This is an optimization exercise on Yosys and OpenROAD, whose aim is small area, a short achievable clock period and few clock cycles per item, not a production implementation. At most, simulation tests tie the RTL to the original design; equivalence was not proved. Only the layout flow was run in run 1; the RTL was not checked for function there. No activity file was given, so power comes from the tool's default toggle rates.

==> flow/design.v, too long to show whole: its modules and the start of the top module <==
// module npu_requant: 1326 lines
// module rq_fa: 4 lines
// module rq_ha: 4 lines
// module rq_bsel: 4 lines
// module rq_xor: 3 lines
// module rq_xnor: 3 lines
// module rq_mux2i: 3 lines
// module rq_nand2: 3 lines
// module rq_nor2: 3 lines
// module rq_aoi21: 3 lines
// module rq_oai21: 3 lines
// module rq_inv: 3 lines
module npu_requant #(
  localparam int M_LEN  = 32,
  localparam int S_LEN  = 32,
  localparam int SH_LEN = 5
) (
  input  logic              clk_i,
  input  logic              rstn_i,
  input  logic              clear_i,
  input  logic [M_LEN-1:0]  acc_i,
  input  logic [S_LEN-1:0]  mult_i,
  input  logic [SH_LEN-1:0] shift_i,
  input  logic              valid_i,
  output logic              ready_o,
  output logic [M_LEN-1:0]  data_o,
  output logic              valid_o,
  input  logic              ready_i
);
  // ...
==> flow/flow/run.sh <==
#!/bin/bash
# The standard ORFS layout (standard.sh) with different repair settings:
#   SETUP_SLACK_MARGIN=5.7 "BUFFER_PORTS_ARGS=-buffer_cell sky130_fd_sc_hd__buf_1" "CTS_ARGS=-sink_clustering_enable -repair_clock_nets -buf_list sky130_fd_sc_hd__clkbuf_8 -dont_use_dummy_load -sink_clustering_size 12 -sink_clustering_max_diameter 100"
# All of the flow's output goes to standard.log; ORFS keeps each step's log under orfs/logs.
set -euo pipefail
bash standard.sh SETUP_SLACK_MARGIN=5.7 "BUFFER_PORTS_ARGS=-buffer_cell sky130_fd_sc_hd__buf_1" "CTS_ARGS=-sink_clustering_enable -repair_clock_nets -buf_list sky130_fd_sc_hd__clkbuf_8 -dont_use_dummy_load -sink_clustering_size 12 -sink_clustering_max_diameter 100" finish > standard.log 2>&1
==> flow/standard.sh <==
#!/bin/bash
# synth_recipe.tcl (not shown) runs the flow's synth.tcl, then flattens the netlist and writes it again
# the make line also repeats each setting of config.mk as NAME=value (left out here)
make -C /OpenROAD-flow-scripts/flow DESIGN_CONFIG=/design/flow/config.mk WORK_HOME=/design/flow/orfs CLKGATE_MAP_FILE= SYNTH_SCRIPT=/design/flow/synth_recipe.tcl "${@:-finish}"
==> flow/config.mk <==
export PLATFORM = sky130hd
export DESIGN_NAME = npu_requant
export DESIGN_NICKNAME = npu_requant
export VERILOG_FILES = /design/flow/design.v
export SDC_FILE = /design/flow/constraint.sdc
export NUM_CORES = 4
export LEC_CHECK = 0
export CAP_MARGIN = 5
export CORE_MARGIN = 2
export CORE_UTILIZATION = 65
export CTS_BUF_LIST = sky130_fd_sc_hd__clkbuf_8
export SETUP_SLACK_MARGIN = 5
export SLEW_MARGIN = 5
export SYNTH_HIERARCHICAL = 1
export SYNTH_MINIMUM_KEEP_SIZE = 0
==> flow/constraint.sdc <==
create_clock -name core_clock -period 10.0 [get_ports {clk_i}]
set_input_delay 2.0000 -clock core_clock [delete_from_list [all_inputs] [get_ports {clk_i}]]
set_output_delay 2.0000 -clock core_clock [all_outputs]
set_load 0.01 [all_outputs]
==> run_results.csv, run 1 <==
group,metric,value,unit
run_status,status,"complete, no violations",
layout,fillers,3289,
power,p_int,7.75,mW
layout,clk_share,0.00928,
global_route,top_usage_layer,"met2",
clock_network,cts_buffers,22,
yosys,synth_nets,3228,
layout,ff_latch_area,0.00641,mm2
power,seqPwrFrac,0.155,
worst_setup_path,path_depth,9,
worst_setup_path,critPathLaunchType,"register",
sta,fin_ws,5.68,ns
layout,inv_count,174,
clock_network,post_cts_resized,28,
yosys,syn_inst,2562,
clock_network,root_buffer,"clkbuf_8",
placement,gp_congestion,0.903,
layout,final_common_cell,"xor2_1",
worst_setup_path,r2r_slack,5.68,ns
power,p_comb_frac,0.811,
sta,hold_ws,0.563,ns
yosys,synthTopCellsByCount,"xor2_1 (525), o22ai_1 (512), fa_1 (467)",
detailed_routing,highest_layer,"met4",
detailed_routing,ant_nets,0,
global_route,grt_pass1_wl,146000,um
worst_setup_path,worstSetupEndpointType,"register",
worst_setup_path,endpoint,"b2_q[33]",
worst_setup_path,crit_path_start,"twon1_q[4]",
sta,grt_setup_unrepaired,"yes",
layout,finish.instance_area,0.0326,mm2
yosys,synth-edff-count,211,
==> run 2: changes to the inputs <==
--- a/flow/design.v
+++ b/flow/design.v
@@ -30,18 +30,17 @@
       two_d[i] = (y2 & ~y1 & ~y0) | (~y2 & y1 & y0);
       neg_d[i] = y2;
     end
   end
   logic [31:0]   accn1_q;             
   logic [15:0]   onen1_q, twon1_q;    
   logic [15:0]   neg1_q;              
   logic [4:0]    sh1_q, sh2_q;
-  logic [55:L]   a2_q, b2_q;
-  logic [63:56]   hs2_q;              
+  logic [63:L]   a2_q, b2_q;
   logic          cl2_q;
   logic [31:0]   data3_q;
   logic          v1_q, v2_q, v3_q;
   logic [31:0] pp [16];
   logic [15:0] ppn;
   logic [32:0] sel [16];
   logic [31:1] oh;
   logic        negp, g;
@@ -845,285 +844,356 @@
   logic ad_g76;
   rq_ha u_ad_p75 (.a(a2_q[53]), .b(b2_q[53]), .s(ad_p75), .co(ad_g76));
   logic ad_p77;
   logic ad_g78;
   rq_ha u_ad_p77 (.a(a2_q[54]), .b(b2_q[54]), .s(ad_p77), .co(ad_g78));
   logic ad_p79;
   logic ad_g80;
   rq_ha u_ad_p79 (.a(a2_q[55]), .b(b2_q[55]), .s(ad_p79), .co(ad_g80));
-  logic ad_g81;
-  rq_aoi21 u_ad_g81 (.a1(ad_p1), .a2(cl2_q), .b1(ad_g2), .yn(ad_g81));
-  logic ad_i82;
-  rq_inv u_ad_i82 (.a(ad_g81), .yn(ad_i82));
-  logic ad_g83;
-  rq_aoi21 u_ad_g83 (.a1(ad_p3), .a2(ad_i82), .b1(ad_g4), .yn(ad_g83));
+  logic ad_p81;
+  logic ad_g82;
+  rq_ha u_ad_p81 (.a(a2_q[56]), .b(b2_q[56]), .s(ad_p81), .co(ad_g82));
+  logic ad_p83;
   logic ad_g84;
-  rq_aoi21 u_ad_g84 (.a1(ad_p7), .a2(ad_g6), .b1(ad_g8), .yn(ad_g84));
+  rq_ha u_ad_p83 (.a(a2_q[57]), .b(b2_q[57]), .s(ad_p83), .co(ad_g84));
   logic ad_p85;
-  rq_nand2 u_ad_p85 (.a(ad_p7), .b(ad_p5), .y(ad_p85));
   logic ad_g86;
-  rq_aoi21 u_ad_g86 (.a1(ad_p11), .a2(ad_g10), .b1(ad_g12), .yn(ad_g86));
+  rq_ha u_ad_p85 (.a(a2_q[58]), .b(b2_q[58]), .s(ad_p85), .co(ad_g86));
   logic ad_p87;
-  rq_nand2 u_ad_p87 (.a(ad_p11), .b(ad_p9), .y(ad_p87));
   logic ad_g88;
-  rq_aoi21 u_ad_g88 (.a1(ad_p15), .a2(ad_g14), .b1(ad_g16), .yn(ad_g88));
+  rq_ha u_ad_p87 (.a(a2_q[59]), .b(b2_q[59]), .s(ad_p87), .co(ad_g88));
   logic ad_p89;
-  rq_nand2 u_ad_p89 (.a(ad_p15), .b(ad_p13), .y(ad_p89));
   logic ad_g90;
-  rq_aoi21 u_ad_g90 (.a1(ad_p19), .a2(ad_g18), .b1(ad_g20), .yn(ad_g90));
+  rq_ha u_ad_p89 (.a(a2_q[60]), .b(b2_q[60]), .s(ad_p89), .co(ad_g90));
   logic ad_p91;
-  rq_nand2 u_ad_p91 (.a(ad_p19), .b(ad_p17), .y(ad_p91));
   logic ad_g92;
-  rq_aoi21 u_ad_g92 (.a1(ad_p23), .a2(ad_g22), .b1(ad_g24), .yn(ad_g92));
+  rq_ha u_ad_p91 (.a(a2_q[61]), .b(b2_q[61]), .s(ad_p91), .co(ad_g92));
   logic ad_p93;
-  rq_nand2 u_ad_p93 (.a(ad_p23), .b(ad_p21), .y(ad_p93));
   logic ad_g94;
-  rq_aoi21 u_ad_g94 (.a1(ad_p27), .a2(ad_g26), .b1(ad_g28), .yn(ad_g94));
+  rq_ha u_ad_p93 (.a(a2_q[62]), .b(b2_q[62]), .s(ad_p93), .co(ad_g94));
   logic ad_p95;
-  rq_nand2 u_ad_p95 (.a(ad_p27), .b(ad_p25), .y(ad_p95));
-  logic ad_g96;
-  rq_aoi21 u_ad_g96 (.a1(ad_p31), .a2(ad_g30), .b1(ad_g32), .yn(ad_g96));
-  logic ad_p97;
-  rq_nand2 u_ad_p97 (.a(ad_p31), .b(ad_p29), .y(ad_p97));
-  logic ad_g98;
-  rq_aoi21 u_ad_g98 (.a1(ad_p35), .a2(ad_g34), .b1(ad_g36), .yn(ad_g98));
-  logic ad_p99;
-  rq_nand2 u_ad_p99 (.a(ad_p35), .b(ad_p33), .y(ad_p99));
+  rq_ha u_ad_p95 (.a(a2_q[63]), .b(b2_q[63]), .s(ad_p95), .co(ad_g96));
+  logic ad_g97;
+  rq_aoi21 u_ad_g97 (.a1(ad_p1), .a2(cl2_q), .b1(ad_g2), .yn(ad_g97));
+  logic ad_i98;
+  rq_inv u_ad_i98 (.a(ad_g97), .yn(ad_i98));
+  logic ad_g99;
+  rq_aoi21 u_ad_g99 (.a1(ad_p3), .a2(ad_i98), .b1(ad_g4), .yn(ad_g99));
   logic ad_g100;
-  rq_aoi21 u_ad_g100 (.a1(ad_p39), .a2(ad_g38), .b1(ad_g40), .yn(ad_g100));
+  rq_aoi21 u_ad_g100 (.a1(ad_p7), .a2(ad_g6), .b1(ad_g8), .yn(ad_g100));
   logic ad_p101;
-  rq_nand2 u_ad_p101 (.a(ad_p39), .b(ad_p37), .y(ad_p101));
+  rq_nand2 u_ad_p101 (.a(ad_p7), .b(ad_p5), .y(ad_p101));
   logic ad_g102;
-  rq_aoi21 u_ad_g102 (.a1(ad_p43), .a2(ad_g42), .b1(ad_g44), .yn(ad_g102));
+  rq_aoi21 u_ad_g102 (.a1(ad_p11), .a2(ad_g10), .b1(ad_g12), .yn(ad_g102));
   logic ad_p103;
-  rq_nand2 u_ad_p103 (.a(ad_p43), .b(ad_p41), .y(ad_p103));
+  rq_nand2 u_ad_p103 (.a(ad_p11), .b(ad_p9), .y(ad_p103));
   logic ad_g104;
-  rq_aoi21 u_ad_g104 (.a1(ad_p47), .a2(ad_g46), .b1(ad_g48), .yn(ad_g104));
+  rq_aoi21 u_ad_g104 (.a1(ad_p15), .a2(ad_g14), .b1(ad_g16), .yn(ad_g104));
   logic ad_p105;
-  rq_nand2 u_ad_p105 (.a(ad_p47), .b(ad_p45), .y(ad_p105));
+  rq_nand2 u_ad_p105 (.a(ad_p15), .b(ad_p13), .y(ad_p105));
   logic ad_g106;
-  rq_aoi21 u_ad_g106 (.a1(ad_p51), .a2(ad_g50), .b1(ad_g52), .yn(ad_g106));
+  rq_aoi21 u_ad_g106 (.a1(ad_p19), .a2(ad_g18), .b1(ad_g20), .yn(ad_g106));
   logic ad_p107;
-  rq_nand2 u_ad_p107 (.a(ad_p51), .b(ad_p49), .y(ad_p107));
+  rq_nand2 u_ad_p107 (.a(ad_p19), .b(ad_p17), .y(ad_p107));
   logic ad_g108;
-  rq_aoi21 u_ad_g108 (.a1(ad_p55), .a2(ad_g54), .b1(ad_g56), .yn(ad_g108));
+  rq_aoi21 u_ad_g108 (.a1(ad_p23), .a2(ad_g22), .b1(ad_g24), .yn(ad_g108));
   logic ad_p109;
-  rq_nand2 u_ad_p109 (.a(ad_p55), .b(ad_p53), .y(ad_p109));
+  rq_nand2 u_ad_p109 (.a(ad_p23), .b(ad_p21), .y(ad_p109));
   logic ad_g110;
-  rq_aoi21 u_ad_g110 (.a1(ad_p59), .a2(ad_g58), .b1(ad_g60), .yn(ad_g110));
+  rq_aoi21 u_ad_g110 (.a1(ad_p27), .a2(ad_g26), .b1(ad_g28), .yn(ad_g110));
   logic ad_p111;
-  rq_nand2 u_ad_p111 (.a(ad_p59), .b(ad_p57), .y(ad_p111));
+  rq_nand2 u_ad_p111 (.a(ad_p27), .b(ad_p25), .y(ad_p111));
   logic ad_g112;
-  rq_aoi21 u_ad_g112 (.a1(ad_p63), .a2(ad_g62), .b1(ad_g64), .yn(ad_g112));
+  rq_aoi21 u_ad_g112 (.a1(ad_p31), .a2(ad_g30), .b1(ad_g32), .yn(ad_g112));
   logic ad_p113;
-  rq_nand2 u_ad_p113 (.a(ad_p63), .b(ad_p61), .y(ad_p113));
+  rq_nand2 u_ad_p113 (.a(ad_p31), .b(ad_p29), .y(ad_p113));
   logic ad_g114;
-  rq_aoi21 u_ad_g114 (.a1(ad_p67), .a2(ad_g66), .b1(ad_g68), .yn(ad_g114));
+  rq_aoi21 u_ad_g114 (.a1(ad_p35), .a2(ad_g34), .b1(ad_g36), .yn(ad_g114));
   logic ad_p115;
-  rq_nand2 u_ad_p115 (.a(ad_p67), .b(ad_p65), .y(ad_p115));
+  rq_nand2 u_ad_p115 (.a(ad_p35), .b(ad_p33), .y(ad_p115));
   logic ad_g116;
-  rq_aoi21 u_ad_g116 (.a1(ad_p71), .a2(ad_g70), .b1(ad_g72), .yn(ad_g116));
+  rq_aoi21 u_ad_g116 (.a1(ad_p39), .a2(ad_g38), .b1(ad_g40), .yn(ad_g116));
   logic ad_p117;
-  rq_nand2 u_ad_p117 (.a(ad_p71), .b(ad_p69), .y(ad_p117));
+  rq_nand2 u_ad_p117 (.a(ad_p39), .b(ad_p37), .y(ad_p117));
   logic ad_g118;
-  rq_aoi21 u_ad_g118 (.a1(ad_p75), .a2(ad_g74), .b1(ad_g76), .yn(ad_g118));
+  rq_aoi21 u_ad_g118 (.a1(ad_p43), .a2(ad_g42), .b1(ad_g44), .yn(ad_g118));
   logic ad_p119;
-  rq_nand2 u_ad_p119 (.a(ad_p75), .b(ad_p73), .y(ad_p119));
+  rq_nand2 u_ad_p119 (.a(ad_p43), .b(ad_p41), .y(ad_p119));
   logic ad_g120;
-  rq_aoi21 u_ad_g120 (.a1(ad_p79), .a2(ad_g78), .b1(ad_g80), .yn(ad_g120));
+  rq_aoi21 u_ad_g120 (.a1(ad_p47), .a2(ad_g46), .b1(ad_g48), .yn(ad_g120));
   logic ad_p121;
-  rq_nand2 u_ad_p121 (.a(ad_p79), .b(ad_p77), .y(ad_p121));
+  rq_nand2 u_ad_p121 (.a(ad_p47), .b(ad_p45), .y(ad_p121));
   logic ad_g122;
-  rq_oai21 u_ad_g122 (.a1(ad_p85), .a2(ad_g83), .b1(ad_g84), .y(ad_g122));
-  logic ad_g123;
-  rq_oai21 u_ad_g123 (.a1(ad_p89), .a2(ad_g86), .b1(ad_g88), .y(ad_g123));
-  logic ad_p124;
-  rq_nor2 u_ad_p124 (.a(ad_p89), .b(ad_p87), .y(ad_p124));
-  logic ad_g125;
-  rq_oai21 u_ad_g125 (.a1(ad_p93), .a2(ad_g90), .b1(ad_g92), .y(ad_g125));
-  logic ad_p126;
-  rq_nor2 u_ad_p126 (.a(ad_p93), .b(ad_p91), .y(ad_p126));
-  logic ad_g127;
-  rq_oai21 u_ad_g127 (.a1(ad_p97), .a2(ad_g94), .b1(ad_g96), .y(ad_g127));
-  logic ad_p128;
-  rq_nor2 u_ad_p128 (.a(ad_p97), .b(ad_p95), .y(ad_p128));
-  logic ad_g129;
-  rq_oai21 u_ad_g129 (.a1(ad_p101), .a2(ad_g98), .b1(ad_g100), .y(ad_g129));
-  logic ad_p130;
-  rq_nor2 u_ad_p130 (.a(ad_p101), .b(ad_p99), .y(ad_p130));
-  logic ad_g131;
-  rq_oai21 u_ad_g131 (.a1(ad_p105), .a2(ad_g102), .b1(ad_g104), .y(ad_g131));
-  logic ad_p132;
-  rq_nor2 u_ad_p132 (.a(ad_p105), .b(ad_p103), .y(ad_p132));
-  logic ad_g133;
-  rq_oai21 u_ad_g133 (.a1(ad_p109), .a2(ad_g106), .b1(ad_g108), .y(ad_g133));
-  logic ad_p134;
-  rq_nor2 u_ad_p134 (.a(ad_p109), .b(ad_p107), .y(ad_p134));
-  logic ad_g135;
-  rq_oai21 u_ad_g135 (.a1(ad_p113), .a2(ad_g110), .b1(ad_g112), .y(ad_g135));
-  logic ad_p136;
-  rq_nor2 u_ad_p136 (.a(ad_p113), .b(ad_p111), .y(ad_p136));
-  logic ad_g137;
-  rq_oai21 u_ad_g137 (.a1(ad_p117), .a2(ad_g114), .b1(ad_g116), .y(ad_g137));
-  logic ad_p138;
-  rq_nor2 u_ad_p138 (.a(ad_p117), .b(ad_p115), .y(ad_p138));
-  logic ad_g139;
-  rq_oai21 u_ad_g139 (.a1(ad_p121), .a2(ad_g118), .b1(ad_g120), .y(ad_g139));
-  logic ad_p140;
-  rq_nor2 u_ad_p140 (.a(ad_p121), .b(ad_p119), .y(ad_p140));
-  logic ad_g141;
-  rq_aoi21 u_ad_g141 (.a1(ad_p124), .a2(ad_g122), .b1(ad_g123), .yn(ad_g141));
+  rq_aoi21 u_ad_g122 (.a1(ad_p51), .a2(ad_g50), .b1(ad_g52), .yn(ad_g122));
+  logic ad_p123;
+  rq_nand2 u_ad_p123 (.a(ad_p51), .b(ad_p49), .y(ad_p123));
+  logic ad_g124;
+  rq_aoi21 u_ad_g124 (.a1(ad_p55), .a2(ad_g54), .b1(ad_g56), .yn(ad_g124));
+  logic ad_p125;
+  rq_nand2 u_ad_p125 (.a(ad_p55), .b(ad_p53), .y(ad_p125));
+  logic ad_g126;
+  rq_aoi21 u_ad_g126 (.a1(ad_p59), .a2(ad_g58), .b1(ad_g60), .yn(ad_g126));
+  logic ad_p127;
+  rq_nand2 u_ad_p127 (.a(ad_p59), .b(ad_p57), .y(ad_p127));
+  logic ad_g128;
+  rq_aoi21 u_ad_g128 (.a1(ad_p63), .a2(ad_g62), .b1(ad_g64), .yn(ad_g128));
+  logic ad_p129;
+  rq_nand2 u_ad_p129 (.a(ad_p63), .b(ad_p61), .y(ad_p129));
+  logic ad_g130;
+  rq_aoi21 u_ad_g130 (.a1(ad_p67), .a2(ad_g66), .b1(ad_g68), .yn(ad_g130));
+  logic ad_p131;
+  rq_nand2 u_ad_p131 (.a(ad_p67), .b(ad_p65), .y(ad_p131));
+  logic ad_g132;
+  rq_aoi21 u_ad_g132 (.a1(ad_p71), .a2(ad_g70), .b1(ad_g72), .yn(ad_g132));
+  logic ad_p133;
+  rq_nand2 u_ad_p133 (.a(ad_p71), .b(ad_p69), .y(ad_p133));
+  logic ad_g134;
+  rq_aoi21 u_ad_g134 (.a1(ad_p75), .a2(ad_g74), .b1(ad_g76), .yn(ad_g134));
+  logic ad_p135;
+  rq_nand2 u_ad_p135 (.a(ad_p75), .b(ad_p73), .y(ad_p135));
+  logic ad_g136;
+  rq_aoi21 u_ad_g136 (.a1(ad_p79), .a2(ad_g78), .b1(ad_g80), .yn(ad_g136));
+  logic ad_p137;
+  rq_nand2 u_ad_p137 (.a(ad_p79), .b(ad_p77), .y(ad_p137));
+  logic ad_g138;
+  rq_aoi21 u_ad_g138 (.a1(ad_p83), .a2(ad_g82), .b1(ad_g84), .yn(ad_g138));
+  logic ad_p139;
+  rq_nand2 u_ad_p139 (.a(ad_p83), .b(ad_p81), .y(ad_p139));
+  logic ad_g140;
+  rq_aoi21 u_ad_g140 (.a1(ad_p87), .a2(ad_g86), .b1(ad_g88), .yn(ad_g140));
+  logic ad_p141;
+  rq_nand2 u_ad_p141 (.a(ad_p87), .b(ad_p85), .y(ad_p141));
   logic ad_g142;
-  rq_aoi21 u_ad_g142 (.a1(ad_p128), .a2(ad_g125), .b1(ad_g127), .yn(ad_g142));
+  rq_aoi21 u_ad_g142 (.a1(ad_p91), .a2(ad_g90), .b1(ad_g92), .yn(ad_g142));
   logic ad_p143;
-  rq_nand2 u_ad_p143 (.a(ad_p128), .b(ad_p126), .y(ad_p143));
-  logic ad_g144;
-  rq_aoi21 u_ad_g144 (.a1(ad_p132), .a2(ad_g129), .b1(ad_g131), .yn(ad_g144));
-  logic ad_p145;
-  rq_nand2 u_ad_p145 (.a(ad_p132), .b(ad_p130), .y(ad_p145));
+  rq_nand2 u_ad_p143 (.a(ad_p91), .b(ad_p89), .y(ad_p143));
   logic ad_g146;
-  rq_aoi21 u_ad_g146 (.a1(ad_p136), .a2(ad_g133), .b1(ad_g135), .yn(ad_g146));
-  logic ad_p147;
-  rq_nand2 u_ad_p147 (.a(ad_p136), .b(ad_p134), .y(ad_p147));
-  logic ad_g148;
-  rq_aoi21 u_ad_g148 (.a1(ad_p140), .a2(ad_g137), .b1(ad_g139), .yn(ad_g148));
-  logic ad_p149;
-  rq_nand2 u_ad_p149 (.a(ad_p140), .b(ad_p138), .y(ad_p149));
-  logic ad_g150;
-  rq_oai21 u_ad_g150 (.a1(ad_p143), .a2(ad_g141), .b1(ad_g142), .y(ad_g150));
+  rq_oai21 u_ad_g146 (.a1(ad_p101), .a2(ad_g99), .b1(ad_g100), .y(ad_g146));
+  logic ad_g147;
+  rq_oai21 u_ad_g147 (.a1(ad_p105), .a2(ad_g102), .b1(ad_g104), .y(ad_g147));
+  logic ad_p148;
+  rq_nor2 u_ad_p148 (.a(ad_p105), .b(ad_p103), .y(ad_p148));
+  logic ad_g149;
+  rq_oai21 u_ad_g149 (.a1(ad_p109), .a2(ad_g106), .b1(ad_g108), .y(ad_g149));
+  logic ad_p150;
+  rq_nor2 u_ad_p150 (.a(ad_p109), .b(ad_p107), .y(ad_p150));
   logic ad_g151;
-  rq_oai21 u_ad_g151 (.a1(ad_p147), .a2(ad_g144), .b1(ad_g146), .y(ad_g151));
+  rq_oai21 u_ad_g151 (.a1(ad_p113), .a2(ad_g110), .b1(ad_g112), .y(ad_g151));
   logic ad_p152;
-  rq_nor2 u_ad_p152 (.a(ad_p147), .b(ad_p145), .y(ad_p152));
+  rq_nor2 u_ad_p152 (.a(ad_p113), .b(ad_p111), .y(ad_p152));
   logic ad_g153;
-  rq_aoi21 u_ad_g153 (.a1(ad_p152), .a2(ad_g150), .b1(ad_g151), .yn(ad_g153));
-  logic ad_i154;
-  rq_inv u_ad_i154 (.a(ad_g150), .yn(ad_i154));
+  rq_oai21 u_ad_g153 (.a1(ad_p117), .a2(ad_g114), .b1(ad_g116), .y(ad_g153));
+  logic ad_p154;
+  rq_nor2 u_ad_p154 (.a(ad_p117), .b(ad_p115), .y(ad_p154));
   logic ad_g155;
-  rq_oai21 u_ad_g155 (.a1(ad_p145), .a2(ad_i154), .b1(ad_g144), .y(ad_g155));
-  logic ad_g156;
-  rq_oai21 u_ad_g156 (.a1(ad_p149), .a2(ad_g153), .b1(ad_g148), .y(ad_g156));
-  logic ad_i157;
-  rq_inv u_ad_i157 (.a(ad_g141), .yn(ad_i157));
-  logic ad_g158;
-  rq_aoi21 u_ad_g158 (.a1(ad_p126), .a2(ad_i157), .b1(ad_g125), .yn(ad_g158));
+  rq_oai21 u_ad_g155 (.a1(ad_p121), .a2(ad_g118), .b1(ad_g120), .y(ad_g155));
+  logic ad_p156;
+  rq_nor2 u_ad_p156 (.a(ad_p121), .b(ad_p119), .y(ad_p156));
+  logic ad_g157;
+  rq_oai21 u_ad_g157 (.a1(ad_p125), .a2(ad_g122), .b1(ad_g124), .y(ad_g157));
+  logic ad_p158;
+  rq_nor2 u_ad_p158 (.a(ad_p125), .b(ad_p123), .y(ad_p158));
   logic ad_g159;
-  rq_aoi21 u_ad_g159 (.a1(ad_p130), .a2(ad_g150), .b1(ad_g129), .yn(ad_g159));
-  logic ad_g160;
-  rq_aoi21 u_ad_g160 (.a1(ad_p134), .a2(ad_g155), .b1(ad_g133), .yn(ad_g160));
-  logic ad_i161;
-  rq_inv u_ad_i161 (.a(ad_g153), .yn(ad_i161));
-  logic ad_g162;
-  rq_aoi21 u_ad_g162 (.a1(ad_p138), .a2(ad_i161), .b1(ad_g137), .yn(ad_g162));
-  logic ad_g166;
-  rq_oai21 u_ad_g166 (.a1(ad_p95), .a2(ad_g158), .b1(ad_g94), .y(ad_g166));
-  logic ad_i167;
-  rq_inv u_ad_i167 (.a(ad_g150), .yn(ad_i167));
-  logic ad_g168;
-  rq_oai21 u_ad_g168 (.a1(ad_p99), .a2(ad_i167), .b1(ad_g98), .y(ad_g168));
+  rq_oai21 u_ad_g159 (.a1(ad_p129), .a2(ad_g126), .b1(ad_g128), .y(ad_g159));
+  logic ad_p160;
+  rq_nor2 u_ad_p160 (.a(ad_p129), .b(ad_p127), .y(ad_p160));
+  logic ad_g161;
+  rq_oai21 u_ad_g161 (.a1(ad_p133), .a2(ad_g130), .b1(ad_g132), .y(ad_g161));
+  logic ad_p162;
+  rq_nor2 u_ad_p162 (.a(ad_p133), .b(ad_p131), .y(ad_p162));
+  logic ad_g163;
+  rq_oai21 u_ad_g163 (.a1(ad_p137), .a2(ad_g134), .b1(ad_g136), .y(ad_g163));
+  logic ad_p164;
+  rq_nor2 u_ad_p164 (.a(ad_p137), .b(ad_p135), .y(ad_p164));
+  logic ad_g165;
+  rq_oai21 u_ad_g165 (.a1(ad_p141), .a2(ad_g138), .b1(ad_g140), .y(ad_g165));
+  logic ad_p166;
+  rq_nor2 u_ad_p166 (.a(ad_p141), .b(ad_p139), .y(ad_p166));
   logic ad_g169;
-  rq_oai21 u_ad_g169 (.a1(ad_p103), .a2(ad_g159), .b1(ad_g102), .y(ad_g169));
-  logic ad_i170;
-  rq_inv u_ad_i170 (.a(ad_g155), .yn(ad_i170));
-  logic ad_g171;
-  rq_oai21 u_ad_g171 (.a1(ad_p107), .a2(ad_i170), .b1(ad_g106), .y(ad_g171));
+  rq_aoi21 u_ad_g169 (.a1(ad_p148), .a2(ad_g146), .b1(ad_g147), .yn(ad_g169));
+  logic ad_g170;
+  rq_aoi21 u_ad_g170 (.a1(ad_p152), .a2(ad_g149), .b1(ad_g151), .yn(ad_g170));
+  logic ad_p171;
+  rq_nand2 u_ad_p171 (.a(ad_p152), .b(ad_p150), .y(ad_p171));
   logic ad_g172;
-  rq_oai21 u_ad_g172 (.a1(ad_p111), .a2(ad_g160), .b1(ad_g110), .y(ad_g172));
-  logic ad_g173;
-  rq_oai21 u_ad_g173 (.a1(ad_p115), .a2(ad_g153), .b1(ad_g114), .y(ad_g173));
+  rq_aoi21 u_ad_g172 (.a1(ad_p156), .a2(ad_g153), .b1(ad_g155), .yn(ad_g172));
+  logic ad_p173;
+  rq_nand2 u_ad_p173 (.a(ad_p156), .b(ad_p154), .y(ad_p173));
   logic ad_g174;
-  rq_oai21 u_ad_g174 (.a1(ad_p119), .a2(ad_g162), .b1(ad_g118), .y(ad_g174));
-  logic ad_g184;
-  rq_aoi21 u_ad_g184 (.a1(ad_p29), .a2(ad_g166), .b1(ad_g30), .yn(ad_g184));
+  rq_aoi21 u_ad_g174 (.a1(ad_p160), .a2(ad_g157), .b1(ad_g159), .yn(ad_g174));
+  logic ad_p175;
+  rq_nand2 u_ad_p175 (.a(ad_p160), .b(ad_p158), .y(ad_p175));
+  logic ad_g176;
+  rq_aoi21 u_ad_g176 (.a1(ad_p164), .a2(ad_g161), .b1(ad_g163), .yn(ad_g176));
+  logic ad_p177;
+  rq_nand2 u_ad_p177 (.a(ad_p164), .b(ad_p162), .y(ad_p177));
+  logic ad_g180;
+  rq_oai21 u_ad_g180 (.a1(ad_p171), .a2(ad_g169), .b1(ad_g170), .y(ad_g180));
+  logic ad_g181;
+  rq_oai21 u_ad_g181 (.a1(ad_p175), .a2(ad_g172), .b1(ad_g174), .y(ad_g181));
+  logic ad_p182;
+  rq_nor2 u_ad_p182 (.a(ad_p175), .b(ad_p173), .y(ad_p182));
   logic ad_g185;
-  rq_aoi21 u_ad_g185 (.a1(ad_p33), .a2(ad_g150), .b1(ad_g34), .yn(ad_g185));
-  logic ad_g186;
-  rq_aoi21 u_ad_g186 (.a1(ad_p37), .a2(ad_g168), .b1(ad_g38), .yn(ad_g186));
-  logic ad_i187;
-  rq_inv u_ad_i187 (.a(ad_g159), .yn(ad_i187));
-  logic ad_g188;
-  rq_aoi21 u_ad_g188 (.a1(ad_p41), .a2(ad_i187), .b1(ad_g42), .yn(ad_g188));
+  rq_aoi21 u_ad_g185 (.a1(ad_p182), .a2(ad_g180), .b1(ad_g181), .yn(ad_g185));
+  logic ad_i188;
+  rq_inv u_ad_i188 (.a(ad_g180), .yn(ad_i188));
   logic ad_g189;
-  rq_aoi21 u_ad_g189 (.a1(ad_p45), .a2(ad_g169), .b1(ad_g46), .yn(ad_g189));
+  rq_oai21 u_ad_g189 (.a1(ad_p173), .a2(ad_i188), .b1(ad_g172), .y(ad_g189));
   logic ad_g190;
-  rq_aoi21 u_ad_g190 (.a1(ad_p49), .a2(ad_g155), .b1(ad_g50), .yn(ad_g190));
-  logic ad_g191;
-  rq_aoi21 u_ad_g191 (.a1(ad_p53), .a2(ad_g171), .b1(ad_g54), .yn(ad_g191));
-  logic ad_i192;
-  rq_inv u_ad_i192 (.a(ad_g160), .yn(ad_i192));
+  rq_oai21 u_ad_g190 (.a1(ad_p177), .a2(ad_g185), .b1(ad_g176), .y(ad_g190));
+  logic ad_i191;
+  rq_inv u_ad_i191 (.a(ad_g169), .yn(ad_i191));
+  logic ad_g192;
+  rq_aoi21 u_ad_g192 (.a1(ad_p150), .a2(ad_i191), .b1(ad_g149), .yn(ad_g192));
   logic ad_g193;
-  rq_aoi21 u_ad_g193 (.a1(ad_p57), .a2(ad_i192), .b1(ad_g58), .yn(ad_g193));
+  rq_aoi21 u_ad_g193 (.a1(ad_p154), .a2(ad_g180), .b1(ad_g153), .yn(ad_g193));
   logic ad_g194;
-  rq_aoi21 u_ad_g194 (.a1(ad_p61), .a2(ad_g172), .b1(ad_g62), .yn(ad_g194));
+  rq_aoi21 u_ad_g194 (.a1(ad_p158), .a2(ad_g189), .b1(ad_g157), .yn(ad_g194));
   logic ad_i195;
-  rq_inv u_ad_i195 (.a(ad_g153), .yn(ad_i195));
+  rq_inv u_ad_i195 (.a(ad_g185), .yn(ad_i195));
   logic ad_g196;
-  rq_aoi21 u_ad_g196 (.a1(ad_p65), .a2(ad_i195), .b1(ad_g66), .yn(ad_g196));
+  rq_aoi21 u_ad_g196 (.a1(ad_p162), .a2(ad_i195), .b1(ad_g161), .yn(ad_g196));
   logic ad_g197;
-  rq_aoi21 u_ad_g197 (.a1(ad_p69), .a2(ad_g173), .b1(ad_g70), .yn(ad_g197));
-  logic ad_i198;
-  rq_inv u_ad_i198 (.a(ad_g162), .yn(ad_i198));
-  logic ad_g199;
-  rq_aoi21 u_ad_g199 (.a1(ad_p73), .a2(ad_i198), .b1(ad_g74), .yn(ad_g199));
-  logic ad_g200;
-  rq_aoi21 u_ad_g200 (.a1(ad_p77), .a2(ad_g174), .b1(ad_g78), .yn(ad_g200));
-  logic ad_s201;
-  rq_xnor u_ad_s201 (.a(ad_p31), .b(ad_g184), .y(ad_s201));
-  logic ad_s202;
-  rq_xor u_ad_s202 (.a(ad_p33), .b(ad_g150), .y(ad_s202));
-  logic ad_s203;
-  rq_xnor u_ad_s203 (.a(ad_p35), .b(ad_g185), .y(ad_s203));
-  logic ad_s204;
-  rq_xor u_ad_s204 (.a(ad_p37), .b(ad_g168), .y(ad_s204));
-  logic ad_s205;
-  rq_xnor u_ad_s205 (.a(ad_p39), .b(ad_g186), .y(ad_s205));
-  logic ad_s206;
-  rq_xnor u_ad_s206 (.a(ad_p41), .b(ad_g159), .y(ad_s206));
-  logic ad_s207;
-  rq_xnor u_ad_s207 (.a(ad_p43), .b(ad_g188), .y(ad_s207));
-  logic ad_s208;
-  rq_xor u_ad_s208 (.a(ad_p45), .b(ad_g169), .y(ad_s208));
-  logic ad_s209;
-  rq_xnor u_ad_s209 (.a(ad_p47), .b(ad_g189), .y(ad_s209));
-  logic ad_s210;
-  rq_xor u_ad_s210 (.a(ad_p49), .b(ad_g155), .y(ad_s210));
-  logic ad_s211;
-  rq_xnor u_ad_s211 (.a(ad_p51), .b(ad_g190), .y(ad_s211));
-  logic ad_s212;
-  rq_xor u_ad_s212 (.a(ad_p53), .b(ad_g171), .y(ad_s212));
-  logic ad_s213;
-  rq_xnor u_ad_s213 (.a(ad_p55), .b(ad_g191), .y(ad_s213));
-  logic ad_s214;
-  rq_xnor u_ad_s214 (.a(ad_p57), .b(ad_g160), .y(ad_s214));
-  logic ad_s215;
-  rq_xnor u_ad_s215 (.a(ad_p59), .b(ad_g193), .y(ad_s215));
-  logic ad_s216;
-  rq_xor u_ad_s216 (.a(ad_p61), .b(ad_g172), .y(ad_s216));
-  logic ad_s217;
-  rq_xnor u_ad_s217 (.a(ad_p63), .b(ad_g194), .y(ad_s217));
-  logic ad_s218;
-  rq_xnor u_ad_s218 (.a(ad_p65), .b(ad_g153), .y(ad_s218));
-  logic ad_s219;
-  rq_xnor u_ad_s219 (.a(ad_p67), .b(ad_g196), .y(ad_s219));
-  logic ad_s220;
-  rq_xor u_ad_s220 (.a(ad_p69), .b(ad_g173), .y(ad_s220));
-  logic ad_s221;
-  rq_xnor u_ad_s221 (.a(ad_p71), .b(ad_g197), .y(ad_s221));
-  logic ad_s222;
-  rq_xnor u_ad_s222 (.a(ad_p73), .b(ad_g162), .y(ad_s222));
-  logic ad_s223;
-  rq_xnor u_ad_s223 (.a(ad_p75), .b(ad_g199), .y(ad_s223));
-  logic ad_s224;
-  rq_xor u_ad_s224 (.a(ad_p77), .b(ad_g174), .y(ad_s224));
-  logic ad_s225;
-  rq_xnor u_ad_s225 (.a(ad_p79), .b(ad_g200), .y(ad_s225));
-  logic [63:56] hsum;
-  assign hsum = hs2_q + {{(7){1'b0}}, ad_g156};
-  assign h = {hsum, ad_s225, ad_s224, ad_s223, ad_s222, ad_s221, ad_s220, ad_s219, ad_s218, ad_s217, ad_s216, ad_s215, ad_s214, ad_s213, ad_s212, ad_s211, ad_s210, ad_s209, ad_s208, ad_s207, ad_s206, ad_s205, ad_s204, ad_s203, ad_s202, ad_s201};
+  rq_aoi21 u_ad_g197 (.a1(ad_p166), .a2(ad_g190), .b1(ad_g165), .yn(ad_g197));
+  logic ad_g201;
+  rq_oai21 u_ad_g201 (.a1(ad_p111), .a2(ad_g192), .b1(ad_g110), .y(ad_g201));
+  logic ad_i202;
+  rq_inv u_ad_i202 (.a(ad_g180), .yn(ad_i202));
+  logic ad_g203;
+  rq_oai21 u_ad_g203 (.a1(ad_p115), .a2(ad_i202), .b1(ad_g114), .y(ad_g203));
+  logic ad_g204;
+  rq_oai21 u_ad_g204 (.a1(ad_p119), .a2(ad_g193), .b1(ad_g118), .y(ad_g204));
+  logic ad_i205;
+  rq_inv u_ad_i205 (.a(ad_g189), .yn(ad_i205));
+  logic ad_g206;
+  rq_oai21 u_ad_g206 (.a1(ad_p123), .a2(ad_i205), .b1(ad_g122), .y(ad_g206));
+  logic ad_g207;
+  rq_oai21 u_ad_g207 (.a1(ad_p127), .a2(ad_g194), .b1(ad_g126), .y(ad_g207));
+  logic ad_g208;
+  rq_oai21 u_ad_g208 (.a1(ad_p131), .a2(ad_g185), .b1(ad_g130), .y(ad_g208));
+  logic ad_g209;
+  rq_oai21 u_ad_g209 (.a1(ad_p135), .a2(ad_g196), .b1(ad_g134), .y(ad_g209));
+  logic ad_i210;
+  rq_inv u_ad_i210 (.a(ad_g190), .yn(ad_i210));
+  logic ad_g211;
+  rq_oai21 u_ad_g211 (.a1(ad_p139), .a2(ad_i210), .b1(ad_g138), .y(ad_g211));
+  logic ad_g212;
+  rq_oai21 u_ad_g212 (.a1(ad_p143), .a2(ad_g197), .b1(ad_g142), .y(ad_g212));
+  logic ad_g222;
+  rq_aoi21 u_ad_g222 (.a1(ad_p29), .a2(ad_g201), .b1(ad_g30), .yn(ad_g222));
+  logic ad_g223;
+  rq_aoi21 u_ad_g223 (.a1(ad_p33), .a2(ad_g180), .b1(ad_g34), .yn(ad_g223));
+  logic ad_g224;
+  rq_aoi21 u_ad_g224 (.a1(ad_p37), .a2(ad_g203), .b1(ad_g38), .yn(ad_g224));
+  logic ad_i225;
+  rq_inv u_ad_i225 (.a(ad_g193), .yn(ad_i225));
+  logic ad_g226;
+  rq_aoi21 u_ad_g226 (.a1(ad_p41), .a2(ad_i225), .b1(ad_g42), .yn(ad_g226));
+  logic ad_g227;
+  rq_aoi21 u_ad_g227 (.a1(ad_p45), .a2(ad_g204), .b1(ad_g46), .yn(ad_g227));
+  logic ad_g228;
+  rq_aoi21 u_ad_g228 (.a1(ad_p49), .a2(ad_g189), .b1(ad_g50), .yn(ad_g228));
+  logic ad_g229;
+  rq_aoi21 u_ad_g229 (.a1(ad_p53), .a2(ad_g206), .b1(ad_g54), .yn(ad_g229));
+  logic ad_i230;
+  rq_inv u_ad_i230 (.a(ad_g194), .yn(ad_i230));
+  logic ad_g231;
+  rq_aoi21 u_ad_g231 (.a1(ad_p57), .a2(ad_i230), .b1(ad_g58), .yn(ad_g231));
+  logic ad_g232;
+  rq_aoi21 u_ad_g232 (.a1(ad_p61), .a2(ad_g207), .b1(ad_g62), .yn(ad_g232));
+  logic ad_i233;
+  rq_inv u_ad_i233 (.a(ad_g185), .yn(ad_i233));
+  logic ad_g234;
+  rq_aoi21 u_ad_g234 (.a1(ad_p65), .a2(ad_i233), .b1(ad_g66), .yn(ad_g234));
+  logic ad_g235;
+  rq_aoi21 u_ad_g235 (.a1(ad_p69), .a2(ad_g208), .b1(ad_g70), .yn(ad_g235));
+  logic ad_i236;
+  rq_inv u_ad_i236 (.a(ad_g196), .yn(ad_i236));
+  logic ad_g237;
+  rq_aoi21 u_ad_g237 (.a1(ad_p73), .a2(ad_i236), .b1(ad_g74), .yn(ad_g237));
+  logic ad_g238;
+  rq_aoi21 u_ad_g238 (.a1(ad_p77), .a2(ad_g209), .b1(ad_g78), .yn(ad_g238));
+  logic ad_g239;
+  rq_aoi21 u_ad_g239 (.a1(ad_p81), .a2(ad_g190), .b1(ad_g82), .yn(ad_g239));
+  logic ad_g240;
+  rq_aoi21 u_ad_g240 (.a1(ad_p85), .a2(ad_g211), .b1(ad_g86), .yn(ad_g240));
+  logic ad_i241;
+  rq_inv u_ad_i241 (.a(ad_g197), .yn(ad_i241));
+  logic ad_g242;
+  rq_aoi21 u_ad_g242 (.a1(ad_p89), .a2(ad_i241), .b1(ad_g90), .yn(ad_g242));
+  logic ad_g243;
+  rq_aoi21 u_ad_g243 (.a1(ad_p93), .a2(ad_g212), .b1(ad_g94), .yn(ad_g243));
+  logic ad_s244;
+  rq_xnor u_ad_s244 (.a(ad_p31), .b(ad_g222), .y(ad_s244));
+  logic ad_s245;
+  rq_xor u_ad_s245 (.a(ad_p33), .b(ad_g180), .y(ad_s245));
+  logic ad_s246;
+  rq_xnor u_ad_s246 (.a(ad_p35), .b(ad_g223), .y(ad_s246));
+  logic ad_s247;
+  rq_xor u_ad_s247 (.a(ad_p37), .b(ad_g203), .y(ad_s247));
+  logic ad_s248;
+  rq_xnor u_ad_s248 (.a(ad_p39), .b(ad_g224), .y(ad_s248));
+  logic ad_s249;
+  rq_xnor u_ad_s249 (.a(ad_p41), .b(ad_g193), .y(ad_s249));
+  logic ad_s250;
+  rq_xnor u_ad_s250 (.a(ad_p43), .b(ad_g226), .y(ad_s250));
+  logic ad_s251;
+  rq_xor u_ad_s251 (.a(ad_p45), .b(ad_g204), .y(ad_s251));
+  logic ad_s252;
+  rq_xnor u_ad_s252 (.a(ad_p47), .b(ad_g227), .y(ad_s252));
+  logic ad_s253;
+  rq_xor u_ad_s253 (.a(ad_p49), .b(ad_g189), .y(ad_s253));
+  logic ad_s254;
+  rq_xnor u_ad_s254 (.a(ad_p51), .b(ad_g228), .y(ad_s254));
+  logic ad_s255;
+  rq_xor u_ad_s255 (.a(ad_p53), .b(ad_g206), .y(ad_s255));
+  logic ad_s256;
+  rq_xnor u_ad_s256 (.a(ad_p55), .b(ad_g229), .y(ad_s256));
+  logic ad_s257;
+  rq_xnor u_ad_s257 (.a(ad_p57), .b(ad_g194), .y(ad_s257));
+  logic ad_s258;
+  rq_xnor u_ad_s258 (.a(ad_p59), .b(ad_g231), .y(ad_s258));
+  logic ad_s259;
+  rq_xor u_ad_s259 (.a(ad_p61), .b(ad_g207), .y(ad_s259));
+  logic ad_s260;
+  rq_xnor u_ad_s260 (.a(ad_p63), .b(ad_g232), .y(ad_s260));
+  logic ad_s261;
+  rq_xnor u_ad_s261 (.a(ad_p65), .b(ad_g185), .y(ad_s261));
+  logic ad_s262;
+  rq_xnor u_ad_s262 (.a(ad_p67), .b(ad_g234), .y(ad_s262));
+  logic ad_s263;
+  rq_xor u_ad_s263 (.a(ad_p69), .b(ad_g208), .y(ad_s263));
+  logic ad_s264;
+  rq_xnor u_ad_s264 (.a(ad_p71), .b(ad_g235), .y(ad_s264));
+  logic ad_s265;
+  rq_xnor u_ad_s265 (.a(ad_p73), .b(ad_g196), .y(ad_s265));
+  logic ad_s266;
+  rq_xnor u_ad_s266 (.a(ad_p75), .b(ad_g237), .y(ad_s266));
+  logic ad_s267;
+  rq_xor u_ad_s267 (.a(ad_p77), .b(ad_g209), .y(ad_s267));
+  logic ad_s268;
+  rq_xnor u_ad_s268 (.a(ad_p79), .b(ad_g238), .y(ad_s268));
+  logic ad_s269;
+  rq_xor u_ad_s269 (.a(ad_p81), .b(ad_g190), .y(ad_s269));
+  logic ad_s270;
+  rq_xnor u_ad_s270 (.a(ad_p83), .b(ad_g239), .y(ad_s270));
+  logic ad_s271;
+  rq_xor u_ad_s271 (.a(ad_p85), .b(ad_g211), .y(ad_s271));
+  logic ad_s272;
+  rq_xnor u_ad_s272 (.a(ad_p87), .b(ad_g240), .y(ad_s272));
+  logic ad_s273;
+  rq_xnor u_ad_s273 (.a(ad_p89), .b(ad_g197), .y(ad_s273));
+  logic ad_s274;
+  rq_xnor u_ad_s274 (.a(ad_p91), .b(ad_g242), .y(ad_s274));
+  logic ad_s275;
+  rq_xor u_ad_s275 (.a(ad_p93), .b(ad_g212), .y(ad_s275));
+  logic ad_s276;
+  rq_xnor u_ad_s276 (.a(ad_p95), .b(ad_g243), .y(ad_s276));
+  assign h = {ad_s276, ad_s275, ad_s274, ad_s273, ad_s272, ad_s271, ad_s270, ad_s269, ad_s268, ad_s267, ad_s266, ad_s265, ad_s264, ad_s263, ad_s262, ad_s261, ad_s260, ad_s259, ad_s258, ad_s257, ad_s256, ad_s255, ad_s254, ad_s253, ad_s252, ad_s251, ad_s250, ad_s249, ad_s248, ad_s247, ad_s246, ad_s245, ad_s244};
   assign sat = (sh2_q == 5'd0) & ~h[32] & h[31];
   logic [32:0] sv0, sv1, sv2, sv3, sv4, sv5;   
   assign sv0 = h;
   rq_mux2i u_sh0_0 (.a(sv0[0]), .b(sv0[1]), .s(sh2_q[0]), .yn(sv1[0]));
   rq_mux2i u_sh0_1 (.a(sv0[1]), .b(sv0[2]), .s(sh2_q[0]), .yn(sv1[1]));
   rq_mux2i u_sh0_2 (.a(sv0[2]), .b(sv0[3]), .s(sh2_q[0]), .yn(sv1[2]));
   rq_mux2i u_sh0_3 (.a(sv0[3]), .b(sv0[4]), .s(sh2_q[0]), .yn(sv1[3]));
   rq_mux2i u_sh0_4 (.a(sv0[4]), .b(sv0[5]), .s(sh2_q[0]), .yn(sv1[4]));
@@ -1295,19 +1365,18 @@
   assign valid_o = v3_q;
   always_ff @(posedge clk_i) begin
     if (en) begin
       accn1_q <= ~acc_i;
       onen1_q <= ~one_d;
       twon1_q <= ~two_d;
       neg1_q  <= neg_d;
       sh1_q   <= shift_i;
-      a2_q    <= ta[55:L];
-      b2_q    <= tb[55:L];
-      hs2_q   <= ta[63:56] + tb[63:56];
+      a2_q    <= ta[63:L];
+      b2_q    <= tb[63:L];
       cl2_q   <= cl;
       sh2_q   <= sh1_q;
       data3_q <= dq_d;
     end
   end
   always_ff @(posedge clk_i or negedge rstn_i) begin
     if (!rstn_i) begin
       v1_q <= 1'b0;
==> flow/flow/run.sh (replaced) <==
#!/bin/bash
# The standard ORFS layout (standard.sh) with different repair settings:
#   SETUP_SLACK_MARGIN=5.6 "BUFFER_PORTS_ARGS=-buffer_cell sky130_fd_sc_hd__buf_1"
# All of the flow's output goes to standard.log; ORFS keeps each step's log under orfs/logs.
set -euo pipefail
bash standard.sh SETUP_SLACK_MARGIN=5.6 "BUFFER_PORTS_ARGS=-buffer_cell sky130_fd_sc_hd__buf_1" finish > standard.log 2>&1
==> flow/config.mk (replaced) <==
export PLATFORM = sky130hd
export DESIGN_NAME = npu_requant
export DESIGN_NICKNAME = npu_requant
export VERILOG_FILES = /design/flow/design.v
export SDC_FILE = /design/flow/constraint.sdc
export NUM_CORES = 4
export LEC_CHECK = 0
export CAP_MARGIN = 10
export CORE_MARGIN = 2
export CORE_UTILIZATION = 50
export CTS_BUF_LIST = sky130_fd_sc_hd__clkbuf_8
export SETUP_SLACK_MARGIN = 5
export SLEW_MARGIN = 10
export SYNTH_HIERARCHICAL = 1
export SYNTH_MINIMUM_KEEP_SIZE = 0
==> run 2 against run 1 <==
Still clean. Sequential power about the same. Utilization fell by 16 points. Clock power increased by 110%. Critical endpoint is now b2_q[36].
==> run_results.csv, run 2 <==
group,metric,value,unit
detailed_routing,drc,0,
run_status,status,"complete, no violations",
floorplanning,io_pins,108,
power,p_total,15.3,mW
layout,layout-drive-gt1-share,0.0874,
global_route,grt_max_degree,70,
sta,slew_violations,0,
detailed_routing,routed_wl,98500,um
worst_setup_path,crit_type,"reg -> reg",
layout,finalNonFillerCells,3588,
sta,tightest_slew,0.892,ns
floorplanning,coreArea,0.0588,mm2
detailed_routing,vias,23621,
yosys,syn_inst,2545,
worst_setup_path,crit_fanout,32,
yosys,synthTopCellsByCount,"xor2_1 (524), o22ai_1 (512), fa_1 (466)",
worst_setup_path,critPathLaunchType,"register",
clock_network,cts_hold_buf,0,
worst_hold_path,hold_path.class,"reg -> reg",
sta,max_slew_margin,0.405,
sta,setup_violations,0,
yosys,avgSynthCellArea,11.7,um2
global_route,grt_util_all_layers,0.323,
floorplanning,die_area,0.0613,mm2
yosys,synth-seq-cells,221,
yosys,ys_types,41,
global_route,grt_pass1_wl,149000,um
detailed_routing,via_per_inst,6.58,
floorplanning,start_util,0.505,
floorplanning,fp.dieW,248,um
clock_network,root_buffer,"clkbuf_8",
clock_network,clkTransAtPathRegs,0.06,ns
detailed_routing,wl_per_cell,27.5,um
layout,largest_register_ffs,48,
layout,finish.instance_area,0.0329,mm2
sta,max_freq,228,MHz
layout,top_register,"b2_q",
worst_setup_path,worstSetupEndpointType,"register",
layout,nets,3447,
clock_network,cts_sinks,221,
clock_network,cts_max_path_buffers,3,
sta,post-route-period-util,0.439,
sta,fin_skew,0.0586,ns
power,leakage,13.3,nW
job,drv_cap,0,
detailed_routing,met1Wirelength,38400,um
yosys,yosys_most_used_dff,"edfxtp_1",
yosys,async_flop_share,0.0136,
clock_network,clock_latency,0.67,ns
placement,port_buffers,107,
placement,gp_congestion,0.884,
yosys,synth-edff-count,218,
sta,hold_viol,0,
detailed_routing,wl_met2,43000,um
layout,top_regs,"b2_q x48, a2_q x47",
power,p_per_area,465,mW/mm2
detailed_routing,first_iter_violations,2826,
layout,final_cell_mix,"xor2_1 (524), o22ai_1 (511), fa_1 (451), edfxtp_1 (218), inv_1 (172)",
yosys,synth_top_cell_area_share,0.314,
global_route,overflow,0,
layout,fin_util,0.559,
detailed_routing,drt_first_pass_iters,6,
detailed_routing,highest_layer,"met5",
yosys,synth_area,0.0297,mm2
floorplanning,die_h,248,um
placement,placed_area,0.0317,mm2
yosys,yosysSeqAreaShare,0.223,
detailed_routing,ant_nets,0,
placement,dp_slack,5.24,ns
yosys,synth_nets,3209,
worst_setup_path,cp.arrival,4.78,ns
sta,fin_ws,5.61,ns
global_route,grt_pass1_vias,25090,
clock_network,cts_buffers,41,
yosys,yosys_warnings,12,
clock_network,cts_max_level,2,
worst_setup_path,cp_data_required_time,10.39,ns
layout,syn_to_final_growth,10.8,%
sta,hold_ws,0.542,ns
detailed_routing,wl_met3,12800,um
yosys,yosys-top-cells-area,"fa_1 (31%), edfxtp_1 (22%), xor2_1 (15%)",
placement,hpwl,60500,um
layout,final_common_cell,"xor2_1",
yosys,synth_top_area_cell,"fa_1",
sta,grt_setup_unrepaired,"yes",
placement,dpl.cell_count,3509,
clock_network,cts_tree,"built",
power,peakVddDrop,0.254,mV
global_route,antenna_found_initial,1,
sta,post-route-min-period,4.39,ns
yosys,post-synth-top-count-cell,"xor2_1",
sta,fin_setup_tns,0,ns
floorplanning,rows,89,
[run 2: changes by cell type after synthesis, sizes merged, moves of 3 or more]
cell,change
nor2b,-4
nand3,-5
inv,-3
a21oi,+6
o21ai,+4
nor3,-3
o211ai,-3
edfxtp,+7
nor2,-6
[run 2: area by class of cell]
class                      instances  area, um2
tap                              773        967
clock buffer                      41        564
timing repair inverter             1       5.00
inverter                         170        642
sequential                       221       6620
clock inverter                    33        375
fill                            5095      25900
antenna                            1       2.50
multi-input combinational       2145      22500
timing repair buffer             203       1220
[run 2: modules after synthesis (local to each module, per instance), a selection]
module,cells,copies in the design,cell area (um2),flip-flops and latches
npu_requant,610,1,8750,221
rq_nor2,1,12,3.75,0
rq_xor,1,523,8.76,0
rq_xnor,1,38,8.76,0
rq_aoi21,1,52,8.76,0
rq_inv,1,12,3.75,0
rq_oai21,1,24,5.00,0
rq_mux2i,1,160,10.0,0
rq_ha,1,79,12.5,0
rq_bsel,1,512,6.26,0
rq_fa,1,466,20.0,0
[run 2: kinds of logic (layout without fill, tap and decap cells)]
group,after synthesis,in the layout,synth area share
xor gates and xnor gates,577,577,0.170
and+or+nand+nor,197,197,0.0281
buffers and inverters,179,448,0.0230
other,1,2,0.000126
DFF,221,221,0.223
muxes,163,163,0.0550
AOI/OAI and AO/OA,617,617,0.133
adders and majority gates,590,590,0.367
[run 2: critical path, stage by stage, from the launching register on]
cell and delay, ns:
edfxtp_1 0.33, buf_4 0.47, o22ai_1 0.20, xor2_1 0.19, fa_1 0.50, fa_1 0.58
fa_1 0.46, fa_1 0.44, fa_1 0.53, fa_1 0.41
[run 2: final timing paths]
kind | startpoint | end | slack, ns | cells past startpoint
setup reg to reg | accn1_q[16] | b2_q[36] | 5.61 | 9
max in group asynchronous | rstn_i | v2_q | 8.66 | 1
hold / removal | v2_q | v2_q | 0.54 | 2
min in group asynchronous | rstn_i | v3_q | 1.19 | 1
setup / recovery | accn1_q[16] | b2_q[36] | 5.61 | 9
hold reg to reg | v2_q | v2_q | 0.54 | 2
[run 2: what timing repair did]
item | CTS | global route
buffers inserted | 0 | 2
setup endpoints to repair | 38 | 49
pin swaps | 0 | 2
gates resized for setup | 6 | 29
gates cloned | 0 | 2
[run 2: metal layers]
| metal | up-vias | global-route usage |
|---|---|---|
| met5 | - | 0 |
| met4 | 2 | 0.135 |
| met3 | 398 | 0.109 |
| met2 | 1663 | 0.482 |
| met1 | 11862 | 0.430 |
| li1 | 9696 | - |
[run 2: report_power, final]
group	total [mW]	internal (mW)	switching (mW)
registers	2.36	2.26	0.0998
logic	11.9	5.18	6.73
clock network	1.03	0.598	0.429
Testbench counts of run 2, summed over its fixed seeds: cycles 8,012, items 8,000.
==> run 3: changes to the inputs <==
==> flow/flow/run.sh (replaced) <==
#!/bin/bash
# The standard ORFS layout (standard.sh) with different repair settings:
#   SETUP_SLACK_MARGIN=5.7 "BUFFER_PORTS_ARGS=-buffer_cell sky130_fd_sc_hd__buf_1"
# All of the flow's output goes to standard.log; ORFS keeps each step's log under orfs/logs.
set -euo pipefail
bash standard.sh SETUP_SLACK_MARGIN=5.7 "BUFFER_PORTS_ARGS=-buffer_cell sky130_fd_sc_hd__buf_1" finish > standard.log 2>&1
==> flow/config.mk (replaced) <==
export PLATFORM = sky130hd
export DESIGN_NAME = npu_requant
export DESIGN_NICKNAME = npu_requant
export VERILOG_FILES = /design/flow/design.v
export SDC_FILE = /design/flow/constraint.sdc
export NUM_CORES = 4
export LEC_CHECK = 0
export CAP_MARGIN = 5
export CORE_MARGIN = 2
export CORE_UTILIZATION = 60
export CTS_BUF_LIST = sky130_fd_sc_hd__clkbuf_8
export SETUP_SLACK_MARGIN = 5
export SLEW_MARGIN = 5
export SYNTH_HIERARCHICAL = 1
export SYNTH_MINIMUM_KEEP_SIZE = 0
==> run 3 against run 2 <==
Still clean on timing, DRC and antenna. Die area shrank 16%. Maximum frequency rose by 3.3%. Largest cell class unchanged. Worst hold slack worse by 0.015 ns.
==> run_results.csv, run 3 <==
group,metric,value,unit
yosys,synth_top_cell_area_share,0.314,
power,clkPwrFrac,0.054,
placement,gp_congestion,0.917,
job,drv_cap,0,
layout,layout-drive-gt1-share,0.0938,
global_route,overflow,0,
worst_setup_path,rr_worst_depth,9,
worst_setup_path,r2r-end,"b2_q[39]",
yosys,yosys-top-cells-area,"fa_1 (31%), edfxtp_1 (22%), xor2_1 (15%)",
layout,top_register,"b2_q",
sta,max_slew_margin,0.393,
power,peakVddDrop,0.332,mV
layout,largest_register_ffs,48,
sta,tightest_slew,0.910,ns
global_route,top_usage_layer,"met2",
placement,dp_slack,4.54,ns
sta,fin_ws,5.75,ns
global_route,antenna_found_initial,1,
layout,nets,3460,
power,swShare,0.474,
sta,post-route-period-util,0.425,
clock_network,cts_buffers,40,
clock_network,cts_sinks,221,
placement,hpwl,59100,um
detailed_routing,vias,24025,
worst_setup_path,cp.arrival,4.60,ns
detailed_routing,via_per_inst,6.89,
floorplanning,start_util,0.607,
sta,setup_violations,0,
yosys,post-synth-top-count-cell,"xor2_1",
global_route,use_met3,0.112,
layout,final_cell_mix,"xor2_1 (523), o22ai_1 (505), fa_1 (444), edfxtp_1 (218), inv_1 (179)",
detailed_routing,drc,0,
yosys,yosysSeqAreaShare,0.223,
layout,fillers,3829,
sta,max_freq,235,MHz
power,leakage,13.4,nW
sta,fin_setup_tns,0,ns
floorplanning,coreArea,0.0488,mm2
global_route,grt_util_all_layers,0.383,
clock_network,cts_tree,"built",
yosys,synth_top_area_cell,"fa_1",
yosys,synth_nets,3209,
power,p_per_area,457,mW/mm2
floorplanning,die_area,0.0512,mm2
detailed_routing,wl_per_cell,27.9,um
yosys,async_flop_share,0.0136,
worst_hold_path,hold_path.class,"reg -> reg",
clock_network,cts_hold_buf,0,
yosys,synthTopCellsByCount,"xor2_1 (524), o22ai_1 (512), fa_1 (466)",
yosys,ys_types,41,
sta,fin_skew,0.0281,ns
yosys,avgSynthCellArea,11.7,um2
worst_setup_path,critPathLaunchType,"register",
worst_setup_path,r2r_slack,5.75,ns
layout,multi_input_area,0.0226,mm2
global_route,grt_pass1_wl,147000,um
worst_hold_path,worstHoldStart,"v2_q",
worst_setup_path,cp_data_required_time,10.35,ns
floorplanning,fp.dieW,226,um
sta,hold_viol,0,
yosys,yosys_warnings,12,
global_route,met1_usage,0.515,
power,seqPwrFrac,0.156,
clock_network,cts_max_level,2,
worst_setup_path,r2r-start,"sh1_q[2]",
sta,post-route-min-period,4.25,ns
floorplanning,io_pins,108,
sta,grt_setup_unrepaired,"yes",
worst_setup_path,crit_fanout,15,
power,p_int,7.96,mW
layout,syn_to_final_growth,11.6,%
clock_network,root_buffer,"clkbuf_8",
detailed_routing,ant_nets,0,
power,p_comb_frac,0.791,
sta,slew_violations,0,
power,p_sw,7.18,mW
worst_hold_path,hold_depth,2,
clock_network,cts_max_path_buffers,3,
floorplanning,rows,81,
global_route,grt_max_degree,82,
layout,ff_latch_area,0.00662,mm2
placement,port_buffers,107,
global_route,use_met2,0.575,
detailed_routing,routed_wl,97400,um
yosys,synth_area,0.0297,mm2
yosys,synth-seq-cells,221,
clock_network,clock_latency,0.62,ns
detailed_routing,first_iter_violations,3394,
floorplanning,die_h,226,um
yosys,syn_inst,2545,
layout,final_common_cell,"xor2_1",
worst_setup_path,worstSetupEndpointType,"register",
layout,top_regs,"b2_q x48, a2_q x47",
worst_setup_path,crit_type,"reg -> reg",
yosys,yosys_most_used_dff,"edfxtp_1",
global_route,grt_pass1_vias,25248,
run_status,status,"complete, no violations",
detailed_routing,drt_first_pass_iters,7,
clock_network,clkTransAtPathRegs,0.06,ns
worst_hold_path,min_to,"v2_q",
yosys,synth-edff-count,218,
-- run 3: cell count changes in the layout (fill, tap and decap cells not counted), sizes merged --
cell and change:
clkbuf +7, xnor2 +1, bufinv -7, inv +6, buf +9, clkinvlp -3
clkinv -3
-- run 3: routing by layer --
layer / routed length, um / vias up / part of all wire
met5: 11 / - / 0.00011
met4: 5130 / 2 / 0.053
met3: 12800 / 503 / 0.13
met2: 42700 / 1971 / 0.44
met1: 36700 / 11830 / 0.38
li1: - / 9719 / -
-- run 3: final cells by class --
type	count	area share
Multi-Input combinational cell	2146	0.682
Tap cell	664	0.0251
Inverter	170	0.0193
Sequential cell	221	0.200
Clock inverter	27	0.00431
Timing Repair Buffer	217	0.0510
Antenna cell	1	0.0000756
Clock buffer	43	0.0179
-- run 3: timing repair --
| item | in CTS | in global routing |
|---|---|---|
| gates resized for setup | 28 | 106 |
| pin swaps | 1 | 7 |
| setup buffers | 2 | 12 |
| cloned | 1 | 4 |
| endpoints found under the setup margin | 124 | 122 |
| endpoints found under the hold margin | 0 | 0 |
-- run 3: per-module statistics from Yosys, one instance, submodules excluded --
| module | cell area, um2 | cells inside |
|---|---|---|
| npu_requant | 8750 | 610 |
| rq_fa | 20.0 | 1 |
| rq_ha | 12.5 | 1 |
| rq_mux2i | 10.0 | 1 |
| rq_aoi21 | 8.76 | 1 |
| rq_xnor | 8.76 | 1 |
| rq_xor | 8.76 | 1 |
| rq_bsel | 6.26 | 1 |
| rq_oai21 | 5.00 | 1 |
| rq_inv | 3.75 | 1 |
| rq_nand2 | 3.75 | 1 |
| rq_nor2 | 3.75 | 1 |
-- run 3: metrics by stage --
stage	util	total power, mW	hold WS (ns)	instance area, um2	instances
final	0.678	15.1	0.526	33100	3489
after global routing	0.678	16.5	0.545	33100	3488
after CTS	0.665	14.8	0.529	32500	3472
after detailed placement	0.647	13.9	0.515	31600	3399
after global placement	0.647	13.6	0.508	31600	3399
after floorplan	-	10.2	0.474	29700	2545
-- run 3: how the worst max path moves through the flow --
stage | start | to | slack [ns] | cells past startpoint
2_1_floorplan | accn1_q[31] | b2_q[34] | 5.48 | 8
3_3_place_gp | a2_q[0] | data3_q[31] | 4.67 | 19
3_5_place_dp | a2_q[0] | data3_q[30] | 4.54 | 19
4_1_cts | accn1_q[31] | b2_q[32] | 5.70 | 10
5_1_grt | accn1_q[30] | b2_q[31] | 5.69 | 9
6_report | sh1_q[2] | b2_q[39] | 5.75 | 9
-- run 3: cell families after synthesis --
family / Yosys count / share of synthesized area
AOI/OAI and AO/OA: 617 / 0.133
xor gates and xnor gates: 577 / 0.170
adders and majority gates: 590 / 0.367
buffers and inverters: 179 / 0.0230
DFF: 221 / 0.223
muxes: 163 / 0.0550
other: 1 / 0.000126
and+or+nand+nor: 197 / 0.0281
-- run 3: power groups by stage --
stage	combinational [mW]	clock, mW	sequential [mW]
finish	12.0	0.813	2.36
global route	13.2	0.864	2.39
CTS	11.7	0.831	2.35
detailed placement	11.5	0	2.37
global placement	11.2	0	2.36
floorplan	7.66	0	2.59
-- run 3: worst max-delay path, cell delays in order (launching register included) --
cell	delay (ns)
edfxtp_1	0.36
buf_4	0.22
or3b_1	0.41
nor2_2	0.15
fa_1	0.46
fa_2	0.55
fa_2	0.44
fa_2	0.36
fa_1	0.53
fa_1	0.47

-- separate check: timing with driven ports --
How much do the figures lean on ideal ports? The routed layouts below were timed once more, with nothing changed but the port constraints. Step 1: set_driving_cell puts a clkbuf_16 on clk_i and a buf_2 on each other input, an assumption about the parent block. Step 2 moves the port delays by t, midway between the first and last clock arrival at a register: inputs arrive t later, outputs are due t later. That takes back most of the time a late clock gives input paths. Three values: ideal, step 1, step 2; two values: the first two.
run | t (ns) | setup slack, ns | worst hold slack (ns)
run 1 | 0.653 | 5.681 / 5.681 / 5.681 | 0.563 / 0.563 / 0.563
run 2 | 0.692 | 5.608 / 5.472 / 5.472 | 0.542 / 0.542 / 0.542
run 3 | 0.665 | 5.746 / 5.731 / 5.400 | 0.526 / 0.526 / 0.526
After both steps every run listed still meets setup and hold. For run 3, which loses most, drivers alone change the setup slack by -0.015 ns; drivers and shift together by -0.346 ns.
